Source: an optimization exercise on an open RTL-to-GDS flow (aim: small area). Production flows keep margins and buffers that such runs may drop.
The RTL was checked by simulation tests, not by an equivalence proof against the original design.
Power figures rest on the tool's default switching activity, not on a simulated workload.

<file path="design.v">
package shaPkg;
    localparam int NumRounds    = 64;
    localparam int NumHashWords = 8;
    localparam int BlockWords   = 16;
    localparam int LengthBits   = 64;
    typedef logic [31:0]  wordT;
    typedef logic [7:0]   byteT;
    typedef logic [511:0] blockT;
    typedef wordT [NumHashWords-1:0] digestT;   
    function automatic wordT rotr(input wordT x, input integer n);
        rotr = (x >> n) | (x << (32 - n));
    endfunction
    function automatic wordT smallSigma0(input wordT x);
        smallSigma0 = rotr(x, 7) ^ rotr(x, 18) ^ (x >> 3);
    endfunction
    function automatic wordT smallSigma1(input wordT x);
        smallSigma1 = rotr(x, 17) ^ rotr(x, 19) ^ (x >> 10);
    endfunction
    function automatic wordT bigSigma0(input wordT x);
        bigSigma0 = rotr(x, 2) ^ rotr(x, 13) ^ rotr(x, 22);
    endfunction
    function automatic wordT bigSigma1(input wordT x);
        bigSigma1 = rotr(x, 6) ^ rotr(x, 11) ^ rotr(x, 25);
    endfunction
    function automatic wordT choose(input wordT x, input wordT y, input wordT z);
        choose = (x & y) ^ (~x & z);
    endfunction
    function automatic wordT majority(input wordT x, input wordT y, input wordT z);
        majority = (x & y) ^ (y & z) ^ (x & z);
    endfunction
endpackage
module memFetch #(
    parameter int  Depth = 8,
    parameter int  Width = 32
) (
    input  logic                       clk,
    input  logic                       resetSHA,
    input  logic                       start,
    input  logic [$clog2(Depth + 1)-1:0] count,
    output logic [$clog2(Depth)-1:0]   address,
    output logic                       enable,
    input  logic [Width-1:0]           data,
    output logic [Width-1:0]           fetchData,
    output logic [$clog2(Depth)-1:0]   fetchIndex,
    output logic                       fetchValid,
    output logic                       fetchDone
);
    localparam int AddrW  = $clog2(Depth);
    localparam int CountW = $clog2(Depth + 1);
    logic             lastAddr;
    logic             pendValid;    
    logic             pendLast;
    logic [AddrW-1:0] pendIndex;
    assign lastAddr = (CountW'(address) + CountW'(1) == count);
    always_ff @(posedge clk) begin
        if (resetSHA) begin
            address    <= '0;
            enable     <= 1'b0;
            pendValid  <= 1'b0;
            pendLast   <= 1'b0;
            fetchValid <= 1'b0;
            fetchDone  <= 1'b0;
        end else begin
            pendValid  <= enable;
            pendLast   <= enable && lastAddr;
            fetchValid <= pendValid;
            if (start) begin
                address   <= '0;
                enable    <= (count != '0);
                fetchDone <= (count == '0);   
            end else begin
                if (enable) begin
                    address <= address + 1'b1;
                    if (lastAddr)
                        enable <= 1'b0;
                end
                if (pendValid && pendLast)
                    fetchDone <= 1'b1;
            end
        end
    end
    always_ff @(posedge clk) begin
        pendIndex  <= address;
        fetchIndex <= pendIndex;
        fetchData  <= data;
    end
endmodule
module padBlock #(
    parameter int MaxMsgBytes = 55
) (
    input  logic                               clk,
    input  logic                               resetSHA,
    input  logic                               go,
    input  logic [$clog2(MaxMsgBytes + 1)-1:0] msgLength,
    output logic                               msgStart,
    output logic [$clog2(MaxMsgBytes + 1)-1:0] msgCount,
    input  shaPkg::byteT                       fetchData,
    input  logic [$clog2(MaxMsgBytes)-1:0]     fetchIndex,
    input  logic                               fetchValid,
    input  logic                               msgDone,
    input  logic                               hashDone,
    output shaPkg::blockT                      blockOut,
    output logic                               blockReady
);
    localparam int BlockBits = 512;
    logic busy;
    logic accept;
    logic padNow;
    logic [$clog2(MaxMsgBytes + 1)-1:0] regLength;
    assign accept   = go && !busy;
    assign padNow   = busy && !msgStart && msgDone && hashDone;
    assign msgCount = regLength;
    always_ff @(posedge clk) begin
        if (resetSHA) begin
            busy       <= 1'b0;
            msgStart   <= 1'b0;
            blockReady <= 1'b0;
        end else begin
            msgStart   <= accept;
            blockReady <= padNow;
            if (accept)
                busy <= 1'b1;
            else if (padNow)
                busy <= 1'b0;
        end
    end
    always_ff @(posedge clk) begin
        if (accept) begin
            regLength <= msgLength;
            blockOut  <= '0;
        end
        if (fetchValid)
            blockOut[BlockBits-1 - 8*fetchIndex -: 8] <= fetchData;
        if (padNow) begin
            blockOut[BlockBits-1 - 8*regLength -: 8] <= 8'h80;   
            blockOut[shaPkg::LengthBits-1:0] <= 64'(regLength) << 3;
        end
    end
endmodule
module msgSchedule (
    input  logic          clk,
    input  logic          resetSHA,
    input  shaPkg::blockT blockIn,
    input  logic          blockReady,
    input  logic          nextWord,
    output shaPkg::wordT  schedWord
);
    localparam int SlotW = $clog2(shaPkg::BlockWords);
    localparam int BlockBits = 512;
    shaPkg::wordT                         window [shaPkg::BlockWords];
    logic [$clog2(shaPkg::NumRounds)-1:0] wordIndex;
    logic [SlotW-1:0]             slot;      
    logic [SlotW-1:0]             slot2;
    logic [SlotW-1:0]             slot7;
    logic [SlotW-1:0]             slot15;
    shaPkg::wordT                         newWord;
    assign slot   = wordIndex[SlotW-1:0];
    assign slot2  = slot - SlotW'(2);
    assign slot7  = slot - SlotW'(7);
    assign slot15 = slot - SlotW'(15);
    assign newWord = shaPkg::smallSigma1(window[slot2]) + window[slot7]
                   + shaPkg::smallSigma0(window[slot15]) + window[slot];
    always_ff @(posedge clk) begin
        if (resetSHA)
            wordIndex <= '0;
        else if (nextWord)
            wordIndex <= wordIndex + 1'b1;   
    end
    always_ff @(posedge clk) begin
        if (blockReady && wordIndex == '0) begin
            for (int i = 0; i < shaPkg::BlockWords; i++)
                window[i] <= blockIn[BlockBits-1 - 32*i -: 32];
        end else if (nextWord && wordIndex >= shaPkg::BlockWords) begin
            window[slot] <= newWord;   
        end
        if (nextWord)
            schedWord <= (wordIndex < shaPkg::BlockWords) ? window[slot] : newWord;
    end
endmodule
module compressRound (
    input  logic                                    clk,
    input  logic                                    resetSHA,
    input  logic                                    blockReady,
    input  shaPkg::wordT                            hashWord,
    input  logic [$clog2(shaPkg::NumHashWords)-1:0] hashIndex,
    input  logic                                    hashValid,
    output logic [$clog2(shaPkg::NumRounds)-1:0]    kAddress,
    output logic                                    kEnable,
    input  shaPkg::wordT                            kData,
    output logic                                    nextWord,
    input  shaPkg::wordT                            schedWord,
    output logic [7:0][31:0]                        digestOut,
    output logic                                    digestValid
);
    shaPkg::wordT initH [shaPkg::NumHashWords];
    shaPkg::wordT a, b, c, d, e, f, g, h;
    shaPkg::wordT kReg;
    shaPkg::wordT wk;        
    shaPkg::wordT t1Part;    
    shaPkg::wordT t2;
    logic                         running;
    logic                         finalAdd;
    logic                         startRun;
    logic [1:0]                   phase;
    logic [$clog2(shaPkg::NumRounds)-1:0] round;
    assign startRun = blockReady && !running;
    assign kAddress = round;
    always_ff @(posedge clk) begin
        if (resetSHA) begin
            running     <= 1'b0;
            finalAdd    <= 1'b0;
            phase       <= '0;
            round       <= '0;
            kEnable     <= 1'b0;
            nextWord    <= 1'b0;
            digestValid <= 1'b0;
        end else begin
            kEnable     <= 1'b0;
            nextWord    <= 1'b0;
            finalAdd    <= 1'b0;
            digestValid <= finalAdd;
            if (startRun) begin
                running  <= 1'b1;
                phase    <= '0;
                round    <= '0;
                kEnable  <= 1'b1;
                nextWord <= 1'b1;
            end else if (running) begin
                phase <= phase + 1'b1;
                if (phase == 2'd3) begin
                    if (round == shaPkg::NumRounds - 1) begin
                        running  <= 1'b0;
                        finalAdd <= 1'b1;
                    end else begin
                        round    <= round + 1'b1;
                        kEnable  <= 1'b1;
                        nextWord <= 1'b1;
                    end
                end
            end
        end
    end
    always_ff @(posedge clk) begin
        if (hashValid && !running)
            initH[hashIndex] <= hashWord;
        if (startRun) begin
            {a, b, c, d} <= {initH[0], initH[1], initH[2], initH[3]};
            {e, f, g, h} <= {initH[4], initH[5], initH[6], initH[7]};
        end else if (running) begin
            case (phase)
                2'd1: kReg <= kData;   
                2'd2: begin
                    wk     <= kReg + schedWord;
                    t1Part <= h + shaPkg::bigSigma1(e) + shaPkg::choose(e, f, g);
                    t2     <= shaPkg::bigSigma0(a) + shaPkg::majority(a, b, c);
                end
                2'd3: begin
                    a <= t1Part + wk + t2;
                    b <= a;
                    c <= b;
                    d <= c;
                    e <= d + t1Part + wk;
                    f <= e;
                    g <= f;
                    h <= g;
                end
                default: ;
            endcase
        end
        if (finalAdd) begin
            digestOut[0] <= a + initH[0];
            digestOut[1] <= b + initH[1];
            digestOut[2] <= c + initH[2];
            digestOut[3] <= d + initH[3];
            digestOut[4] <= e + initH[4];
            digestOut[5] <= f + initH[5];
            digestOut[6] <= g + initH[6];
            digestOut[7] <= h + initH[7];
        end
    end
endmodule
module digestWriter (
    input  logic                                    clk,
    input  logic                                    resetSHA,
    input  logic [7:0][31:0]                        digestIn,
    input  logic                                    digestValid,
    output logic [$clog2(shaPkg::NumHashWords)-1:0] domAddress,
    output shaPkg::wordT                            domData,
    output logic                                    domWrite,
    output logic                                    finish
);
    logic [7:0][31:0]                        digest;
    logic                            writing;
    logic [$clog2(shaPkg::NumHashWords)-1:0] wordCount;
    always_ff @(posedge clk) begin
        if (resetSHA) begin
            writing   <= 1'b0;
            wordCount <= '0;
            domWrite  <= 1'b0;
            finish    <= 1'b0;
        end else begin
            domWrite <= writing;
            finish   <= domWrite && domAddress == shaPkg::NumHashWords - 1;   
            if (digestValid) begin
                writing   <= 1'b1;
                wordCount <= '0;
            end else if (writing) begin
                wordCount <= wordCount + 1'b1;
                if (wordCount == shaPkg::NumHashWords - 1)
                    writing <= 1'b0;
            end
        end
    end
    always_ff @(posedge clk) begin
        if (digestValid)
            digest <= digestIn;
        domAddress <= wordCount;
        domData    <= digest[wordCount];
    end
endmodule
module shaTop #(
    parameter int MaxMsgBytes = 55
) (
    input  logic                                   clk,
    input  logic                                   resetSHA,
    input  logic                                   go,
    input  logic [$clog2(MaxMsgBytes + 1)-1:0]     msgLength,
    output logic [$clog2(MaxMsgBytes)-1:0]         msgAddress,
    output logic                                   msgEnable,
    input  shaPkg::byteT                           msgData,
    output logic [$clog2(shaPkg::NumHashWords)-1:0] hAddress,
    output logic                                   hEnable,
    input  shaPkg::wordT                           hData,
    output logic [$clog2(shaPkg::NumRounds)-1:0]   kAddress,
    output logic                                   kEnable,
    input  shaPkg::wordT                           kData,
    output logic [$clog2(shaPkg::NumHashWords)-1:0] domAddress,
    output shaPkg::wordT                           domData,
    output logic                                   domWrite,
    output logic                                   finish
);
    localparam int MsgLenW    = $clog2(MaxMsgBytes + 1);
    localparam int MsgAddrW   = $clog2(MaxMsgBytes);
    localparam int HashAddrW  = $clog2(shaPkg::NumHashWords);
    localparam int HashCountW = $clog2(shaPkg::NumHashWords + 1);
    logic                 fetchStart;      
    logic [MsgLenW-1:0]   msgCount;
    shaPkg::byteT                 msgByte;
    logic [MsgAddrW-1:0]  msgIndex;
    logic                 msgValid;
    logic                 msgDone;
    shaPkg::wordT                 hashWord;
    logic [HashAddrW-1:0] hashIndex;
    logic                 hashValid;
    logic                 hashDone;
    shaPkg::blockT                block;
    logic                 blockReady;
    logic                 nextWord;
    shaPkg::wordT                 schedWord;
    logic [7:0][31:0]     digest;
    logic                 digestValid;
    memFetch #(.Depth(MaxMsgBytes), .Width(8)) msgFetch (
        .clk(clk), .resetSHA(resetSHA), .start(fetchStart), .count(msgCount),
        .address(msgAddress), .enable(msgEnable), .data(msgData),
        .fetchData(msgByte), .fetchIndex(msgIndex), .fetchValid(msgValid),
        .fetchDone(msgDone)
    );
    memFetch #(.Depth(shaPkg::NumHashWords), .Width(32)) hashFetch (
        .clk(clk), .resetSHA(resetSHA), .start(fetchStart),
        .count(HashCountW'(shaPkg::NumHashWords)),
        .address(hAddress), .enable(hEnable), .data(hData),
        .fetchData(hashWord), .fetchIndex(hashIndex), .fetchValid(hashValid),
        .fetchDone(hashDone)
    );
    padBlock #(.MaxMsgBytes(MaxMsgBytes)) pad (
        .clk(clk), .resetSHA(resetSHA), .go(go), .msgLength(msgLength),
        .msgStart(fetchStart), .msgCount(msgCount),
        .fetchData(msgByte), .fetchIndex(msgIndex), .fetchValid(msgValid),
        .msgDone(msgDone), .hashDone(hashDone),
        .blockOut(block), .blockReady(blockReady)
    );
    msgSchedule schedule (
        .clk(clk), .resetSHA(resetSHA), .blockIn(block), .blockReady(blockReady),
        .nextWord(nextWord), .schedWord(schedWord)
    );
    compressRound rounds (
        .clk(clk), .resetSHA(resetSHA), .blockReady(blockReady),
        .hashWord(hashWord), .hashIndex(hashIndex), .hashValid(hashValid),
        .kAddress(kAddress), .kEnable(kEnable), .kData(kData),
        .nextWord(nextWord), .schedWord(schedWord),
        .digestOut(digest), .digestValid(digestValid)
    );
    digestWriter writer (
        .clk(clk), .resetSHA(resetSHA), .digestIn(digest), .digestValid(digestValid),
        .domAddress(domAddress), .domData(domData), .domWrite(domWrite),
        .finish(finish)
    );
endmodule
</file>
<file path="run.sh">
#!/bin/bash
# synth_recipe.tcl (not shown) runs the flow's synth.tcl, then flattens the netlist and writes it again
# the make line also repeats each setting of config.mk as NAME=value (left out here)
make -C /OpenROAD-flow-scripts/flow DESIGN_CONFIG=/design/flow/config.mk WORK_HOME=/design/flow/orfs CLKGATE_MAP_FILE= SYNTH_SCRIPT=/design/flow/synth_recipe.tcl finish
</file>
<file path="config.mk">
export PLATFORM = sky130hd
export DESIGN_NAME = shaTop
export DESIGN_NICKNAME = shaTop
export VERILOG_FILES = /design/flow/design.v
export SDC_FILE = /design/flow/constraint.sdc
export NUM_CORES = 4
export LEC_CHECK = 0
export CAP_MARGIN = 20
export CORE_MARGIN = 2
export CORE_UTILIZATION = 40
export SLEW_MARGIN = 20
</file>
<file path="constraint.sdc">
create_clock -name core_clock -period 10.0 [get_ports {clk}]
set_input_delay 2.0000 -clock core_clock [delete_from_list [all_inputs] [get_ports {clk}]]
set_output_delay 2.0000 -clock core_clock [all_outputs]
set_load 0.01 [all_outputs]
</file>
==> run summary <==
- The count of final setup violators is 0.
- In this run the worst hold path is classified as flop to flop.
- The TritonCTS clock tree is yes.
- Summed over all layers, the global routing overflow is 0.
- STA classifies the critical path endpoint as a flop.
- The later pin in the worst-skew pair is clocked with a latency of slightly above 0.9 ns.
- In the finished design, the share of the clock period the worst path needs comes to 0.8715.
- Buffers inserted to repair hold after CTS numbered 0.
- The longest clock path from root to sink contains 4 buffers.
- The share of synthesized area in the top cell type comes to 0.4129.
- The number of synthesized register bits is between 2000 and 2500.
- The number of placed cells counting well taps is 14600.
- For this block, the initial DRC count from the detailed router was 10910.
- The flow ran to the end and the layout has no timing, DRC or antenna violations.
- The total length of routed wires is between 400 and 500 mm.
- The core region area is 308300 µm².
- The number of design rule violations left after detail routing is 0.
- The total standard cell area after synthesis is 123800 µm².
- The global router's overall resource usage is 0.2657.
- The post-route setup TNS is 0 ns.
- The net count reported at finish is 11460.
- At the placement stage, the worst setup path has a slack of 1.278 ns.
- Routability-driven placement finished with a final weighted congestion of 0.9895.
- The die outline width is ~560 µm.
- The slack of the critical path is roughly 1.3 ns.
- The hold violation total from the final report is 0.
- The commonest register cell after synthesis is sky130_fd_sc_hd__edfxtp_1.
- The via count is 90470.
- The worst setup path is of the flop to flop kind.
- In this run, post-CTS repair resized a total of 0 instances.
- The number of pins with negative max-slew slack in the final report was 0.
- The number of antenna violations at the first check in global routing is 15.
- For this configuration, the core starts out at a cell density of 0.4014.
- The first global-routing pass estimated 612.5 mm of wire.
- Counting flops with a built-in enable in the synthesized netlist gives 1702.
- The tree built by TritonCTS fans out to 2357 sinks.
- For this run, the register share of the synthesized area comes to 0.5189.
- Data arrives at the worst endpoint at 9.34 ns.
- Overall power consumption after layout is estimated at 20.91 mW.
- The I/O pin total is 136.
- The post-route antenna net violation count is 0.
- The number of warnings reported in the yosys synthesis log is 6.
- The number of buffers inserted to repair setup after CTS is 0.
- Entering global routing, the biggest net connects 222 pins.
- The cell leakage power is 48.50 nW.
- The initialized floorplan defines about 200 standard-cell rows.
- Clock skew on the completed layout was measured at between 0.05 and 0.06 ns.
- After synthesis, the netlist uses 90 different library cells.
- STA puts the critical path data required time at 10.63 ns.
- The root buffer cell is sky130_fd_sc_hd__clkbuf_16.
- The share of post-route cells with drive strength above 1 is 0.1225.
- The highest achievable clock rate is ~110 MHz.
- The final critical-path required period is 8.715 ns.
- The mean area per synthesized cell is 11.51 µm².
- The tool flagged a number of max-cap violations equal to 0.
- The placed wire-length estimate after detailed placement is between 300 and 400 mm.
- The die covers 313900 µm².
- The cell accounting for the most synthesized area is sky130_fd_sc_hd__edfxtp_1.
- The share of synthesized flip-flops with an asynchronous set or reset is 0.
- VDD sags by at most 0.1322 mV.
- The power density over the cells is around 150 nW/µm².
- Synthesis handed over a netlist of 10750 instances.
- The worst pin sits at a relative slew slack of 0.1912.
- The pin slew with the least headroom to its limit is 1.212 ns.
- Sorting the synthesized cells by area gives the leading types as sky130_fd_sc_hd__edfxtp_1 41%, sky130_fd_sc_hd__dfxtp_1 11%, sky130_fd_sc_hd__mux4_2 10%, sky130_fd_sc_hd__nand2_1 5.6%, sky130_fd_sc_hd__ha_1 4.5%.
- The count of cells in the finished layout, fillers not included, comes to 15110.
- Relative to the synthesized area, the layout overhead comes to 12.27%.
- In this run the worst path has a maximum fanout of roughly 140.
- The floorplan step set the die height to 560.3 µm.
- The number of iterations in the first detailed-routing pass is 9.
- The number of global-route vias before repair is 88680.
- The via density per instance is 5.988.
- When the netlist entered floorplanning its net count stood at 11450.
- The clock edge transition at the registers on the reported setup and hold paths is 0.06 ns.
- The worst setup path is launched from a flop.
- During placement, the flow inserted port buffers numbering approximately 140.
- Dividing the detail-routed wire length by the instance count gives 28.36 µm.
- Setup repair after global routing left no endpoint under its margin.
- Buffers inserted during clock tree synthesis total 274.
- The H-tree depth is 5.
## sequential cells by signal, summed over array words and instances, names as in the netlist, 32 cells and up, named ones only
signal / cells
schedule.schedWord: 32
rounds.h: 32
pad.blockOut: 512
hashFetch.fetchData: 32
rounds.b: 32
rounds.g: 32
rounds.wk: 32
rounds.a: 32
rounds.kReg: 32
writer.digest: 256
rounds.c: 32
rounds.t1Part: 32
rounds.t2: 32
schedule.window: 512
rounds.f: 32
rounds.d: 32
rounds.e: 32
writer.domData: 32
rounds.digestOut: 256
rounds.initH: 256
## critical path, stage by stage (launching register included)
cell	delay [ns]
sky130_fd_sc_hd__dfxtp_4	0.63
sky130_fd_sc_hd__buf_12	0.63
sky130_fd_sc_hd__buf_4	0.84
sky130_fd_sc_hd__mux4_2	0.44
sky130_fd_sc_hd__mux4_2	0.64
sky130_fd_sc_hd__xor2_1	0.20
sky130_fd_sc_hd__xnor2_1	0.24
sky130_fd_sc_hd__fa_1	0.48
sky130_fd_sc_hd__fa_1	0.50
sky130_fd_sc_hd__inv_1	0.04
sky130_fd_sc_hd__ha_1	0.32
sky130_fd_sc_hd__a21o_1	0.22
sky130_fd_sc_hd__nor3_1	0.20
sky130_fd_sc_hd__a21oi_1	0.19
sky130_fd_sc_hd__a311oi_2	0.38
sky130_fd_sc_hd__o21ai_1	0.23
sky130_fd_sc_hd__a2111oi_2	0.59
sky130_fd_sc_hd__o21ai_1	0.15
sky130_fd_sc_hd__a31oi_1	0.30
sky130_fd_sc_hd__xor2_2	0.72
sky130_fd_sc_hd__o21ai_1	0.19
## logic make-up after synthesis
| logic type | count (synthesis) | share of synthesized area |
|---|---|---|
| AND/OR/NAND/NOR | 3258 | 0.1125 |
| XOR/XNOR | 664 | 0.04735 |
| buffers and inverters | 931 | 0.02854 |
| multiplexers | 705 | 0.1161 |
| flip-flops | 2357 | 0.5189 |
| adder cells (fa/ha/maj) | 649 | 0.07517 |
| AO/OA/AOI/OAI | 2187 | 0.1015 |
## per-stage QoR
stage | util | area (µm²) | hold slack [ns]
finish | 0.4507 | 139000 | 0.3251
global route | 0.4507 | 139000 | 0.3310
CTS | 0.4505 | 138900 | 0.3275
detailed placement | 0.4209 | 129800 | 0.3157
global placement | 0.4208 | 129700 | 0.3171
floorplan | - | 123800 | 0.3096
## where the power goes
group | leakage, nW | internal [mW] | total [mW] | switching, mW
sequential | 20.7 | 10.4 | 10.4 | 0.0586
combinational | 23.3 | 0.0600 | 0.229 | 0.169
clock | 4.44 | 5.97 | 10.2 | 4.28
total | 48.5 | 16.4 | 20.9 | 4.51
## per-layer routing
| metal | GRT usage | part of all wire |
|---|---|---|
| met1 | 0.3380 | 0.38 |
| met2 | 0.4220 | 0.45 |
| met3 | 0.05871 | 0.10 |
| met4 | 0.1440 | 0.063 |
| met5 | 0 | 0.00010 |
## cell usage in the layout, fill, tap and decap left out, drive strengths merged, types with 83 or more instances in the layout
cell type	synthesis	final
clkdlybuf4s50	0	134
clkbuf	480	356
mux2	85	85
nor3	108	108
fa	168	168
buf	90	166
inv	361	382
edfxtp	1702	1702
mux4	576	576
dfxtp	655	655
clkinv	0	92
nor2	449	449
xor2	204	204
a21oi	869	869
o21a	83	83
ha	450	450
a21o	171	171
xnor2	460	460
nand2	1842	1842
nand3	530	530
o21ai	715	715
## cell usage after synthesis, drive strengths merged, types with 9 or more instances
library cell / n
and4: 9
mux4: 576
nand4: 33
a211o: 13
a2111oi: 10
nand2: 1842
nor3: 108
clkbuf: 480
o21bai: 47
or3: 21
o31a: 12
inv: 361
a221o: 9
a31oi: 44
nand2b: 69
o21a: 83
fa: 168
mux2i: 44
a21boi: 11
o21ai: 715
and3: 46
and2: 32
xnor2: 460
a41oi: 9
or2: 16
dfxtp: 655
o211ai: 16
nor2: 449
mux2: 85
a211oi: 33
nor2b: 58
nor3b: 9
nand3: 530
xor2: 204
ha: 450
edfxtp: 1702
buf: 90
nor4: 16
a21oi: 869
maj3: 31
o22ai: 59
a21o: 171
o31ai: 17
## final timing paths
check / startpoint / to / slack (ns) / cells past startpoint
max reg2reg: schedule.wordIndex[0] / schedule.window[8][29] / 1.28 / 20
max: schedule.wordIndex[0] / schedule.window[8][29] / 1.28 / 20
min reg2reg: msgFetch.pendIndex[4] / msgFetch.fetchIndex[4] / 0.33 / 0
min: msgFetch.pendIndex[4] / msgFetch.fetchIndex[4] / 0.33 / 0
## layout make-up
class,instances,area [µm²]
fillers,28100,169400
flip-flops and latches,2357,64270
multi-input cells,7463,56380
clock buffers,355,7471
well taps,4120,5155
repair buffers,301,2678
clock inverters,145,1648
inverters,361,1355
diodes,5,12.51

==> static timing again, ports no longer ideal <==
In the flow no input, the clock included, has a driving cell. The finished layout below was timed again as built, in two steps.
Step 1 (the two cells are an assumption about what drives the block):
set clk [get_ports {clk}]
set_driving_cell -lib_cell sky130_fd_sc_hd__clkbuf_16 $clk
set_driving_cell -lib_cell sky130_fd_sc_hd__buf_2 [delete_from_list [all_inputs] $clk]
Step 2 moves the port delays by t, midway between the first and last clock arrival at a register: inputs arrive t later, outputs are due t later. That takes back most of the time a late clock gives input paths.
a / b / c = ideal / step 1 / step 2; a / b = the first two.
t, ns: 0.993
setup WS [ns]: 1.285 / 1.285 / 1.285
clock arrival spread, ns: 0.065 / 0.066
After both steps setup and hold are still met in this run. For this run, drivers alone change the setup slack by 0.000 ns; drivers and shift together by 0.000 ns.
